What follows belongs to an exercise in optimizing a design on an open flow for small area, a short achievable clock period and few clock cycles per item; a production flow would make more cautious choices.
Only simulation tests tie the RTL to the original design; equivalence was not proved.

==> run B <==
// xoshiro256plus_with_jump_schedule
module xoshiro256plus_with_jump_schedule
(
	input  logic        clk,
	input  logic        arst_n,
	input  logic        req_valid,
	output logic        req_ready,
	input  logic        req_op,
	input  logic [63:0] req_seed,
	output logic        rsp_valid,
	input  logic        rsp_ready,
	output logic [63:0] rsp_value,
	input  logic        cfg_we,
	input  logic        cfg_wdata
);
export LEC_CHECK = 0
export CAP_MARGIN = 20
export CORE_MARGIN = 2
export CORE_UTILIZATION = 33
export SLEW_MARGIN = 20
create_clock -name core_clock -period 5.0 [get_ports {clk}]
run.sh (not shown) runs the stock make flow with config.mk's settings and CLKGATE_MAP_FILE= SYNTH_SCRIPT=/design/flow/synth_recipe.tcl, a recipe that flattens the netlist after the stock synthesis.
==> run Y: changes against run B <==
--- a/flow/design.v
+++ b/flow/design.v
@@ -10,12 +10,12 @@
 	output logic              rsp_valid,
 	input  logic              cfg_we,
 	input  logic              cfg_wdata,
 	output logic              load_seed,   
 	output logic              load_y,      
+	output logic              rot,         
 	output logic              out_load,    
-	output logic [NCHUNK-1:0] chunk_sel,   
 	output logic              x_u,         
 	output logic              x_acc,       
 	output logic              e_on,        
 	output logic              g_short,     
 	output logic              g_long       
@@ -122,18 +122,17 @@
 			x_acc      <= busy_d && !first_d;
 			g_long     <= busy_d ? long_d : jl_d;
 			g_short    <= busy_d ? !long_d : js_d;
 		end
 	end
-	assign chunk_sel = chunk_q;
+	assign rot       = (draw && (jl_q || js_q)) || (busy_q && !last);
 	assign e_on      = busy_q;
 endmodule
 module xjs_step_unit (
 	input  logic [255:0] u,
 	input  logic [255:0] acc,
 	input  logic [63:0]  seed,
-	input  logic [3:0]   chunk_sel,   
 	input  logic         x_u,
 	input  logic         x_acc,
 	input  logic         g_short,
 	input  logic         g_long,
 	input  logic [255:0] e,         
@@ -145,16 +144,11 @@
 	output logic [63:0]  w3
 );
 	logic [63:0] uc;
 	logic [255:0] x, cx, es, el;
 	logic [1229:0] v;
-	always_comb begin
-		uc = '0;
-		for (int j = 0; j < 4; j++) begin
-			uc = uc | (u[j*64 +: 64] & {64{chunk_sel[j]}});
-		end
-	end
+	assign uc = u[255:192];
 	assign x = (u & {256{x_u}}) | (acc & {256{x_acc}});
 	assign v[63:0] = uc;
 	assign v[64] = v[55] ^ v[60];
 	assign v[65] = v[37] ^ v[0];
 	assign v[66] = v[32] ^ v[29];
@@ -2492,11 +2486,11 @@
 );
 	localparam int NCHUNK = 4;
 	logic              load_seed;
 	logic              load_y;
 	logic              out_load;
-	logic [NCHUNK-1:0] chunk_sel;
+	logic              rot;
 	logic              x_u;
 	logic              x_acc;
 	logic              g_short;
 	logic              g_long;
 	logic              e_on;
@@ -2519,22 +2513,21 @@
 		.cfg_we    (cfg_we),
 		.cfg_wdata (cfg_wdata),
 		.load_seed (load_seed),
 		.load_y    (load_y),
 		.out_load  (out_load),
-		.chunk_sel (chunk_sel),
+		.rot       (rot),
 		.x_u       (x_u),
 		.x_acc     (x_acc),
 		.g_short   (g_short),
 		.g_long    (g_long),
 		.e_on      (e_on)
 	);
 	xjs_step_unit u_step (
 		.u         (u_q),
 		.acc       (acc_q),
 		.seed      (req_seed),
-		.chunk_sel (chunk_sel),
 		.x_u       (x_u),
 		.x_acc     (x_acc),
 		.g_short   (g_short),
 		.g_long    (g_long),
 		.e         (eng_q),
@@ -2550,10 +2543,12 @@
 			u_q <= '0;
 		end else if (load_seed) begin
 			u_q <= yr;
 		end else if (load_y) begin
 			u_q <= y;
+		end else if (rot) begin
+			u_q <= {u_q[255-256/NCHUNK:0], u_q[255:256-256/NCHUNK]};
 		end
 	end
 	always_ff @(posedge clk) begin
 		acc_q <= y;
 	end
Settings changed: CORE_UTILIZATION 33 to 28.
==> impl_results.md <==
- Status: finished with violations
- Layout Check Failures: max-capacitance violations, max-slew violations, negative setup slack
- Max_cap viols: 1
- Cell row count: 211
- Register area share after synthesis: approximately 20%
- Fin. max-slew vios: 5
- Count of different cell masters after synthesis: 67
- Initial Util: about 28%
- Bufs on Longest Clock Path: 4
- Chip Width: slightly below 600 um
- Pre-CTS setup slack: approximately 0.23 ns
- Setup slack after layout: -0.0492 ns
- Area share of the largest cell type after synthesis: around 42%
- Mux cell area share after synthesis: less than 1%
- Setup-failing EPs final: 2
- Cell Area, Placed: between 0.1 and 0.15 mm^2
the above is filed under run Y

==> impl_results.md <==
- Stop stage: global routing
- Dominant synthesized flop cell: dfxtp_1
- Cell row count: around 190
- Mux cell area share after synthesis: 0.629%
- Most common cell in the synthesized netlist: xnor2_1
- Synth Area in Adders: 0.872%
- Post-cts sizing count: 0
- Register area share after synthesis: between 20% and 30%
- Initial Util: between 30% and 40%
- Log Error: [ERROR GRT-0116] Global routing finished with congestion. Check the congestion regions in the DRC Viewer.
- Chip Width: approximately 530 um
- Area share of the largest cell type after synthesis: a little over two fifths
- Cell Area, Placed: 0.124 mm^2
- Status: aborted with a tool error
- Count of different cell masters after synthesis: 70
- Bufs on Longest Clock Path: 3
the above is filed under run B

Testbench counts of run B, summed over its fixed seeds: cycles 4,276, draws 1,160.
Testbench counts of run Y, summed over its fixed seeds: cycles 4,276, draws 1,160.

-- what the ideal ports hide --
The results above use ideal ports. As a check the final layout listed here was re-extracted and re-timed, cells and wires unchanged.
Step 1, drivers: a clkbuf_16 drives clk and a buf_2 each remaining input, both assumed.
Step 2 adds t to the input delays and takes it off the output delays; t is the mean of the earliest and latest rising clock arrival at the registers after step 1. Input paths then give back, and output paths get back, about the clock's delay inside the block.
a / b / c = ideal ports / drivers / drivers and shift; a / b = the first two.
run: run Y
t (ns): 1.030
setup slack, ns: -0.049 / -0.049 / -0.049
worst hold slack (ns): -0.021 / -0.092 / 0.444
latest minus earliest clock arrival (ns): 0.191 / 0.192
worst data-port slew with drivers (ns): 0.12
For run Y, drivers alone change the setup slack by 0.000 ns; drivers and shift together by 0.000 ns.
